What follows belongs to an exercise in optimizing a design on an open flow for small area, a short achievable clock period and few clock cycles; a production flow would make more cautious choices. The RTL was checked by simulation tests, not by an equivalence proof against the original design.

== build 1 ==
// poker_table
module poker_table
#(
	parameter poker_money_pkg::chip_t START_CHIPS = 15'd2000
)
(
	input logic clock,
	input logic resetn,
	input logic start,
	input logic action_valid,
	input poker_flow_pkg::action_t action,
	input logic showdown_valid,
	input poker_flow_pkg::winner_t showdown_winner,
	output logic action_ready,
	output logic showdown_ready,
	output poker_money_pkg::seat_t to_act,
	output poker_flow_pkg::street_t street,
	output poker_money_pkg::chip_t stack0,
	output poker_money_pkg::chip_t stack1,
	output poker_money_pkg::chip_t bet0,
	output poker_money_pkg::chip_t bet1,
	output poker_money_pkg::chip_t pot,
	output logic hand_over,
	output logic match_over,
	output poker_money_pkg::seat_t match_winner
);
	localparam int W = 12;
	typedef logic [W-1:0] amt_t;
	localparam amt_t ALL = amt_t'(2 * START_CHIPS);
	localparam amt_t SB = amt_t'(poker_money_pkg::SMALL_BLIND);
	localparam amt_t BB = amt_t'(poker_money_pkg::BIG_BLIND);
	localparam amt_t R1 = amt_t'(2 * poker_money_pkg::BIG_BLIND);
	localparam amt_t R2 = amt_t'(4 * poker_money_pkg::BIG_BLIND);
	localparam amt_t R3 = amt_t'(6 * poker_money_pkg::BIG_BLIND);
	function automatic logic [W:0] radd(input amt_t a, input amt_t b, input logic cin);
		logic c;
  ...
Size: ~1200 cells after synthesis, roughly 71 flip-flops, ~8900 um^2 of cells after synthesis.
clock: 14.0 ns
lec_check: 0
cap_margin: 20
core_margin: 2
core_utilization: 40
slew_margin: 20
standard.sh (not shown) runs the stock make flow with config.mk's settings and CLKGATE_MAP_FILE= SYNTH_SCRIPT=/design/flow/synth_recipe.tcl, a recipe that flattens the netlist after the stock synthesis.
==> flow/flow/run.sh <==
#!/bin/bash
# Standard synthesis and layout, run stage by stage so each stage can get its
# own ORFS settings: flow/stage_<name>.txt holds make variable assignments,
# one per line (for example a setup margin for the timing repair, or the
# buffer cell for the port buffers). Each stage logs to <name>.log here.
set -euo pipefail
run() {
	local name=$1 target=$2
	local -a extra=()
	if [[ -f flow/stage_$name.txt ]]; then
		while IFS= read -r line; do
			[[ -z $line || $line == \#* ]] || extra+=("$line")
		done < flow/stage_$name.txt
	fi
	bash standard.sh "${extra[@]}" "$target" > "$name.log" 2>&1
}
bash standard.sh synth > synth.log 2>&1
run fp floorplan
run place place
run cts cts
run route finish
==> flow/flow/stage_fp.txt <==
SETUP_SLACK_MARGIN=9.5
==> flow/flow/stage_place.txt <==
BUFFER_PORTS_ARGS=-buffer_cell sky130_fd_sc_hd__buf_2
PLACE_DENSITY=0.8
Testbench counts of build 1, summed over its fixed seeds: cycles 10,701.
What build 81 does differently from build 1 at the input level:
==> flow/flow/stage_cts.txt (new file) <==
SETUP_SLACK_MARGIN=9.2
SETUP_MOVE_SEQUENCE=unbuffer,sizeup,swap
--- outcome ---
- Build 81 vs build 1: area added between synthesis and finish up
- Taking build 1 as the reference, in build 81 detail-routed net length per standard cell moved up; mapped cell area level.
- ~same setup total negative slack in build 1 and build 81
- Build 81 -> build 1: quantity of hold-fixing buffers added after cts delta 0, exact match
The following lists how build 37 was set up differently from build 81:
==> flow/flow/stage_cts.txt <==
SETUP_SLACK_MARGIN=8.7
SETUP_MOVE_SEQUENCE=unbuffer,sizeup,swap
Findings:
Against build 81 as the reference, build 37 delivers a lower worst hold slack. In build 37 relative to build 81, fmax had gone up slightly. Diff build 37..build 81 | clock sink count | unchanged. Launching element of the worst setup path: b0[4] -> build 81, t0[0] -> build 37. Initial detailed-routing violation count delta (build 37 − build 81): favourable.
> inputs changed (build 37 -> build 13)
==> flow/flow/stage_place.txt <==
BUFFER_PORTS_ARGS=-buffer_cell sky130_fd_sc_hd__buf_2
==> flow/flow/stage_route.txt (new file) <==
SETUP_SLACK_MARGIN=8.7
SETUP_MOVE_SEQUENCE=unbuffer,sizeup,swap
Results
Diff build 37 -> build 13 | total of plain and repair buffers excluding clock buffers | decrease of 1.1%
Delta (build 13 minus build 37): multi-input gate share of the layout cell area has remained practically unchanged, wire length has decreased, fmax has decreased.
Inverter count came out exactly the same in build 37 and build 13.
Compared with build 37, build 13 shows a clock buffer count that is 1 higher.
The total via count in the routed design in build 13 was lower than what build 37 gave.
The fraction of area in non-clock buffers of build 37 and that of build 13 are within noise of each other.
In the metrics for build 37 and build 13, the one carrying the higher instance count on the critical path is build 37.
Changes in build 64 relative to build 13:
removed: flow/flow/stage_route.txt
Findings:
Against build 13, the final cell area of build 64 is lower. Final cell utilization of the core in build 64 is 0.58 points lower than in build 13. Diff build 13 -> build 64: final clock period utilization by the worst path fell 0.47 points; sequential share of layout area about even; worst path setup slack after routing rose 66 ps. Number of CTS-inserted buffers across build 64 and build 13: no real change. Build 64 did not stop at any stage, and its layout met the timing, design-rule and antenna checks. When the final numbers for build 64 and build 13 were put side by side, the worst-case register-to-register setup slack turned out to be smaller in build 64.


Setup of run 1:
The RTL this note starts from:
==> flow/design.v <==
`default_nettype none
package poker_money_pkg;
	typedef logic [14:0] chip_t;	 
	typedef logic seat_t;	 
	localparam chip_t SMALL_BLIND = 15'd100;
	localparam chip_t BIG_BLIND = 15'd200;
endpackage
`default_nettype wire
`default_nettype none
package poker_flow_pkg;
	typedef enum logic [2:0] {
		ACT_CHECK = 3'd0,
		ACT_CALL = 3'd1,
		ACT_RAISE_2BB = 3'd2,
		ACT_RAISE_4BB = 3'd3,
		ACT_RAISE_6BB = 3'd4,
		ACT_ALL_IN = 3'd5,
		ACT_FOLD = 3'd6
	} action_t;
	typedef enum logic [2:0] {
		ST_PREFLOP = 3'd0,
		ST_FLOP = 3'd1,
		ST_TURN = 3'd2,
		ST_RIVER = 3'd3,
		ST_SHOWDOWN = 3'd4
	} street_t;
	typedef enum logic [1:0] {
		WIN_TIE = 2'd0,
		WIN_SEAT0 = 2'd1,
		WIN_SEAT1 = 2'd2
	} winner_t;
	typedef enum logic [3:0] {
		CS_IDLE,
		CS_RESET,
		CS_NEW_HAND,
		CS_BLINDS,
		CS_WAIT_ACTION,
		CS_APPLY,
		CS_STREET_END,
		CS_SHOWDOWN,
		CS_AWARD,
		CS_HAND_DONE,
		CS_MATCH_OVER
	} ctrl_state_t;
endpackage
`default_nettype wire
`timescale 1ns/1ps
`default_nettype none
module poker_table
#(
	parameter poker_money_pkg::chip_t START_CHIPS = 15'd2000
)
(
	input logic clock,
	input logic resetn,
	input logic start,
	input logic action_valid,
	input poker_flow_pkg::action_t action,
	input logic showdown_valid,
	input poker_flow_pkg::winner_t showdown_winner,
	output logic action_ready,
	output logic showdown_ready,
	output poker_money_pkg::seat_t to_act,
	output poker_flow_pkg::street_t street,
	output poker_money_pkg::chip_t stack0,
	output poker_money_pkg::chip_t stack1,
	output poker_money_pkg::chip_t bet0,
	output poker_money_pkg::chip_t bet1,
	output poker_money_pkg::chip_t pot,
	output logic hand_over,
	output logic match_over,
	output poker_money_pkg::seat_t match_winner
);
	localparam int W = 12;
	typedef logic [W-1:0] amt_t;
	localparam amt_t ALL = amt_t'(2 * START_CHIPS);
	localparam amt_t SB = amt_t'(poker_money_pkg::SMALL_BLIND);
	localparam amt_t BB = amt_t'(poker_money_pkg::BIG_BLIND);
	localparam amt_t R1 = amt_t'(2 * poker_money_pkg::BIG_BLIND);
	localparam amt_t R2 = amt_t'(4 * poker_money_pkg::BIG_BLIND);
	localparam amt_t R3 = amt_t'(6 * poker_money_pkg::BIG_BLIND);
	function automatic logic [W:0] radd(input amt_t a, input amt_t b, input logic cin);
		logic c;
		logic [W:0] r;
		c = cin;
		for (int i = 0; i < W; i++)
		begin
			r[i] = a[i] ^ b[i] ^ c;
			c = (a[i] & b[i]) | (c & (a[i] ^ b[i]));
		end
		r[W] = c;
		radd = r;
	endfunction
	amt_t t0, t1, b0, b1, p;
	logic ta;	 
	logic bb;	 
	logic first;	 
	logic [2:0] st;
	logic ph_act, ph_show, ph_hov, ph_mov;	 
	amt_t s0, s1;	 
	assign s0 = t0 - b0;
	assign s1 = t1 - b1;
	assign stack0 = poker_money_pkg::chip_t'(s0);
	assign stack1 = poker_money_pkg::chip_t'(s1);
	assign bet0 = poker_money_pkg::chip_t'(b0);
	assign bet1 = poker_money_pkg::chip_t'(b1);
	assign pot = poker_money_pkg::chip_t'(p);
	assign to_act = ta;
	assign street = poker_flow_pkg::street_t'(st);
	assign action_ready = ph_act;
	assign showdown_ready = ph_show;
	assign hand_over = ph_hov;
	assign match_over = ph_mov;
	assign match_winner = t1[W-1];	 
	logic b0_gt, b1_gt;	 
	logic t0_gt;	 
	amt_t cap;	 
	assign b0_gt = b0 > b1;
	assign b1_gt = b1 > b0;
	assign t0_gt = t0 > t1;
	assign cap = t0_gt ? t1 : t0;
	amt_t otot, pb;
	assign otot = ta ? t1 : t0;
	assign pb = ta ? b0 : b1;
	logic need, over, covers, ps_nz, agt;
	logic [W:0] dc;
	assign need = ta ? b0_gt : b1_gt;	 
	assign over = ta ? b1_gt : b0_gt;	 
	assign dc = {1'b0, otot} - {1'b0, pb};	 
	assign covers = !dc[W];
	assign ps_nz = ta ? (t0 != b0) : (t1 != b1);
	assign agt = ta ? !t0_gt && (t0 != t1) : t0_gt;
	logic ok1, ok2, ok3;
	assign ok1 = (pb < R1) && (t0 >= R1) && (t1 >= R1);
	assign ok2 = (pb < R2) && (t0 >= R2) && (t1 >= R2);
	assign ok3 = (pb < R3) && (t0 >= R3) && (t1 >= R3);
	logic araise;
	assign araise = covers && (dc[W-1:0] != '0) && ps_nz;
	amt_t w0, w1;	 
	assign w0 = amt_t'(radd(ALL, ~s1, 1'b1));
	assign w1 = amt_t'(radd(ALL, ~s0, 1'b1));
	amt_t pclose, p2;
	assign p2 = amt_t'(radd(p, {pb[W-2:0], 1'b0}, 1'b0));
	assign pclose = over ? (ta ? w0 : w1) : covers ? p2 : (ta ? w1 : w0);
	amt_t ctot;
	assign ctot = !need ? (ta ? s1 : s0) : covers ? dc[W-1:0] : '0;
	amt_t half, sp0, sp1;
	assign half = p >> 1;
	assign sp0 = amt_t'(radd(t0, half, p[0]));
	assign sp1 = amt_t'(radd(t1, half, 1'b0));
	logic empty;
	amt_t post0, post1;
	assign empty = (t0 == '0) || (t1 == '0);
	assign post0 = bb ? ((t0 < BB) ? t0 : BB) : ((t0 < SB) ? t0 : SB);
	assign post1 = bb ? ((t1 < SB) ? t1 : SB) : ((t1 < BB) ? t1 : BB);
	logic idle_like, go_start, take_a, take_s;
	logic a_fold, a_r1, a_r2, a_r3, a_all, a_raise, a_call, a_close;
	assign idle_like = !(ph_act || ph_show || ph_hov);
	assign go_start = idle_like && start;
	assign take_a = ph_act && action_valid;
	assign take_s = ph_show && showdown_valid;
	assign a_fold = (action == poker_flow_pkg::ACT_FOLD);
	assign a_r1 = (action == poker_flow_pkg::ACT_RAISE_2BB) && ok1;
	assign a_r2 = (action == poker_flow_pkg::ACT_RAISE_4BB) && ok2;
	assign a_r3 = (action == poker_flow_pkg::ACT_RAISE_6BB) && ok3;
	assign a_all = (action == poker_flow_pkg::ACT_ALL_IN) && araise;
	assign a_raise = a_r1 || a_r2 || a_r3 || a_all;
	assign a_call = !a_fold && !a_raise;
	assign a_close = a_call && !first;
	amt_t nob;
	always_comb
	begin
		nob = !need ? (ta ? b1 : b0) : covers ? pb : otot;	 
		if (a_r1) nob = R1;
		if (a_r2) nob = R2;
		if (a_r3) nob = R3;
		if (a_all) nob = cap;
	end
	always_ff @(posedge clock)
	begin
		if (!resetn)
		begin
			ph_act <= 1'b0;
			ph_show <= 1'b0;
			ph_hov <= 1'b0;
			ph_mov <= 1'b0;
		end
		else if (go_start)
		begin
			ph_act <= 1'b1;
			ph_mov <= 1'b0;
		end
		else if (take_a)
		begin
			if (a_fold)
			begin
				ph_act <= 1'b0;
				ph_hov <= 1'b1;
			end
			else if (a_close && st == 3'd3)
			begin
				ph_act <= 1'b0;
				ph_show <= 1'b1;
			end
		end
		else if (take_s)
		begin
			ph_show <= 1'b0;
			ph_hov <= 1'b1;
		end
		else if (ph_hov)
		begin
			ph_hov <= 1'b0;
			if (empty)
				ph_mov <= 1'b1;
			else
				ph_act <= 1'b1;
		end
	end
	always_ff @(posedge clock)
	begin
		if (go_start)	 
		begin
			t0 <= ALL / 2;
			t1 <= ALL / 2;
			b0 <= SB;
			b1 <= BB;
			p <= '0;
			ta <= 1'b0;
			bb <= 1'b1;
			first <= 1'b1;
			st <= 3'd0;
		end
		else if (take_a)
		begin
			if (a_fold)	 
			begin
				if (ta)
				begin
					t0 <= w0;
					t1 <= s1;
				end
				else
				begin
					t0 <= s0;
					t1 <= w1;
				end
				b0 <= '0;
				b1 <= '0;
				p <= '0;
			end
			else if (a_close)	 
			begin
				if (ta)
				begin
					t1 <= ctot;
					t0 <= s0;
				end
				else
				begin
					t0 <= ctot;
					t1 <= s1;
				end
				b0 <= '0;
				b1 <= '0;
				p <= pclose;
				ta <= bb;
				first <= 1'b1;
				st <= st + 3'd1;
			end
			else
			begin
				if (ta)
					b1 <= nob;
				else
					b0 <= nob;
				ta <= !ta;
				first <= 1'b0;
			end
		end
		else if (take_s)
		begin
			case (showdown_winner)
				poker_flow_pkg::WIN_SEAT0: t0 <= w0;
				poker_flow_pkg::WIN_SEAT1: t1 <= w1;
				default:
				begin
					t0 <= sp0;
					t1 <= sp1;
				end
			endcase
			p <= '0;
		end
		else if (ph_hov && !empty)
		begin
			b0 <= post0;
			b1 <= post1;
			ta <= bb;	 
			bb <= !bb;
			first <= 1'b1;
			st <= 3'd0;
		end
	end
endmodule
`default_nettype wire
export LEC_CHECK = 0
export ABC_AREA = 1
export CAP_MARGIN = 20
export CORE_MARGIN = 2
export CORE_UTILIZATION = 40
export SLEW_MARGIN = 20
create_clock -name core_clock -period 14.0 [get_ports {clock}]
run.sh (not shown) runs the stock make flow with config.mk's settings and CLKGATE_MAP_FILE= SYNTH_SCRIPT=/design/flow/synth_recipe.tcl, a recipe that flattens the netlist after the stock synthesis.
Stock flow here: none of the scripts above is used.
Run 1 went all the way through the flow, and no timing, DRC or antenna check failed.
Testbench counts of run 1, summed over its fixed seeds: cycles 10,701.
[inputs] run 2 vs run 1
Settings: removing ABC_AREA (formerly 1).
==> flow/flow/run.sh (new file) <==
#!/bin/bash
set -euo pipefail
MARGIN=$(cat flow/margin.txt 2>/dev/null || echo 9)
bash standard.sh synth > synth.log 2>&1
bash standard.sh SETUP_SLACK_MARGIN=$MARGIN finish > layout.log 2>&1
==> flow/flow/margin.txt (new file) <==
9.5
==> flow/standard.sh (new file) <==
#!/bin/bash
# synth_recipe.tcl (not shown) runs the flow's synth.tcl, then flattens the netlist and writes it again
# the make line also repeats each setting of config.mk as NAME=value (left out here)
make -C /OpenROAD-flow-scripts/flow DESIGN_CONFIG=/design/flow/config.mk WORK_HOME=/design/flow/orfs CLKGATE_MAP_FILE= SYNTH_SCRIPT=/design/flow/synth_recipe.tcl "${@:-finish}"
removed: flow/run.sh
Findings:
Taking run 1 as the reference, in run 2 required time of the critical path held; register area went up about 7%; met3 capacity usage during global routing went up 3.3 points; synthesized cell count went down 32%. Worst-case hold slack: run 2 vs run 1 up 34 ps. Higher critical path depth was reported by run 2, not run 1. Between run 2 and run 1, number of nets in the layout is lower for run 2, run 1 comes in above that. Of run 2 and run 1, run 2 shows the lower fraction of area in registers, with run 1 above it.
diff inputs: run 2 => run 3
Settings: CORE_UTILIZATION changed from 40 to 65; PLACE_DENSITY newly set to 0.75.
==> flow/run.sh (new file) <==
#!/bin/bash
# synth_recipe.tcl (not shown) runs the flow's synth.tcl, then flattens the netlist and writes it again
# the make line also repeats each setting of config.mk as NAME=value (left out here)
make -C /OpenROAD-flow-scripts/flow DESIGN_CONFIG=/design/flow/config.mk WORK_HOME=/design/flow/orfs CLKGATE_MAP_FILE= SYNTH_SCRIPT=/design/flow/synth_recipe.tcl finish
removed: flow/flow/run.sh
removed: flow/flow/margin.txt
removed: flow/standard.sh
[summary]
Diff run 2 -> run 3: sequential share of layout area has increased; relative area of clock buffers and inverters in the final design now sits higher; count of clock tree sinks level.
Compared run 3 vs run 2, and via count is down in run 3.
Run 3 did not stop at any stage, and its layout met the timing, design-rule and antenna checks.
Going from run 2 to run 3, final wirelength now sits lower, pin count of the biggest net entering global routing went up 12, final standard cell area without fillers went down by 3100 µm².
For run 4, these inputs were changed with respect to run 3:
Settings: CORE_UTILIZATION: 65 -> 40; PLACE_DENSITY: 0.75 -> unset.
==> flow/flow/run.sh (new file) <==
#!/bin/bash
# Standard synthesis and layout, run stage by stage so each stage can get its
# own ORFS settings: flow/stage_<name>.txt holds make variable assignments,
# one per line (for example a setup margin for the timing repair, or the
# buffer cell for the port buffers). Each stage logs to <name>.log here.
set -euo pipefail
run() {
	local name=$1 target=$2
	local -a extra=()
	if [[ -f flow/stage_$name.txt ]]; then
		while IFS= read -r line; do
			[[ -z $line || $line == \#* ]] || extra+=("$line")
		done < flow/stage_$name.txt
	fi
	bash standard.sh "${extra[@]}" "$target" > "$name.log" 2>&1
}
bash standard.sh synth > synth.log 2>&1
run fp floorplan
run place place
run cts cts
run route finish
==> flow/flow/stage_fp.txt (new file) <==
SETUP_SLACK_MARGIN=9.5
==> flow/flow/stage_place.txt (new file) <==
BUFFER_PORTS_ARGS=-buffer_cell sky130_fd_sc_hd__buf_1
==> flow/standard.sh (new file) <==
#!/bin/bash
# synth_recipe.tcl (not shown) runs the flow's synth.tcl, then flattens the netlist and writes it again
# the make line also repeats each setting of config.mk as NAME=value (left out here)
make -C /OpenROAD-flow-scripts/flow DESIGN_CONFIG=/design/flow/config.mk WORK_HOME=/design/flow/orfs CLKGATE_MAP_FILE= SYNTH_SCRIPT=/design/flow/synth_recipe.tcl "${@:-finish}"
removed: flow/run.sh
==> comparison <==
Run 4 finished every stage and its layout cleared the timing, design-rule and antenna checks.
Run 4 against run 3: smallest hold slack held steady, final period utilization shrank by 5.0 points.
Measured against run 3, the via count normalized by instance count of run 4 comes out at 0.868 times the reference value.
Modified inputs, run 5 compared to run 4
==> flow/flow/stage_cts.txt (new file) <==
SETUP_SLACK_MARGIN=9.5
SETUP_MOVE_SEQUENCE=unbuffer,sizeup,swap
==> flow/flow/stage_place.txt <==
BUFFER_PORTS_ARGS=-buffer_cell sky130_fd_sc_hd__buf_2
==> flow/flow/stage_route.txt (new file) <==
SETUP_SLACK_MARGIN=9.5
SETUP_MOVE_SEQUENCE=unbuffer,sizeup,swap
[summary]
[run 5 vs run 4] non-clock buffer count: higher in run 5
Changes observed in run 5 relative to run 4: setup slack of the critical path after layout now sits higher; count of instances resized after the clock tree is built grew by 111; first-iteration DRC count went up; clock tree cell share of total cell area down 0.19 points.
Run 4 -> run 5: wire length reported by the detailed router increased by a few percent

## afterwards: timing with drivers on the ports
The results above use ideal ports. As a check the final layouts listed here were re-extracted and re-timed, cells and wires unchanged.
Step 1 (the two cells are an assumption about what drives the block):
set clk [get_ports {clock}]
set_driving_cell -lib_cell sky130_fd_sc_hd__clkbuf_16 $clk
set_driving_cell -lib_cell sky130_fd_sc_hd__buf_2 [delete_from_list [all_inputs] $clk]
Step 2, shift: input delay + t, output delay - t, t = (earliest + latest rising clock arrival at the registers) / 2. This alone moves slack from input paths to output paths.
Slacks: ideal ports / drivers / drivers and shift; pairs: ideal ports / drivers.
| run | t, ns | setup slack, ns | clock arrival spread, ns | worst data-port slew with drivers (ns) |
|---|---|---|---|---|
| build 1 | 0.400 | 8.256 / 8.210 / 8.407 | 0.013 / 0.013 | 0.03 |
| build 81 | 0.399 | 8.343 / 8.295 / 8.546 | 0.013 / 0.012 | 0.05 |
| build 37 | 0.397 | 8.444 / 8.398 / 8.430 | 0.010 / 0.011 | 0.03 |
| build 13 | 0.405 | 8.351 / 8.303 / 8.446 | 0.007 / 0.007 | 0.03 |
| build 64 | 0.404 | 8.416 / 8.371 / 8.469 | 0.006 / 0.005 | 0.03 |
| run 1 | 0.401 | 7.696 / 7.649 / 7.533 | 0.012 / 0.011 | 0.04 |
| run 2 | 0.401 | 8.656 / 8.604 / 8.707 | 0.012 / 0.013 | 0.05 |
| run 3 | 0.396 | 7.459 / 7.416 / 7.736 | 0.010 / 0.011 | 0.03 |
| run 4 | 0.398 | 8.159 / 8.111 / 8.126 | 0.012 / 0.013 | 0.03 |
| run 5 | 0.404 | 8.517 / 8.466 / 8.782 | 0.006 / 0.006 | 0.03 |
After both steps setup and hold are still met in every run listed. The setup slack of run 1, which loses most, moves by -0.047 ns with the drivers and by -0.163 ns with both steps.
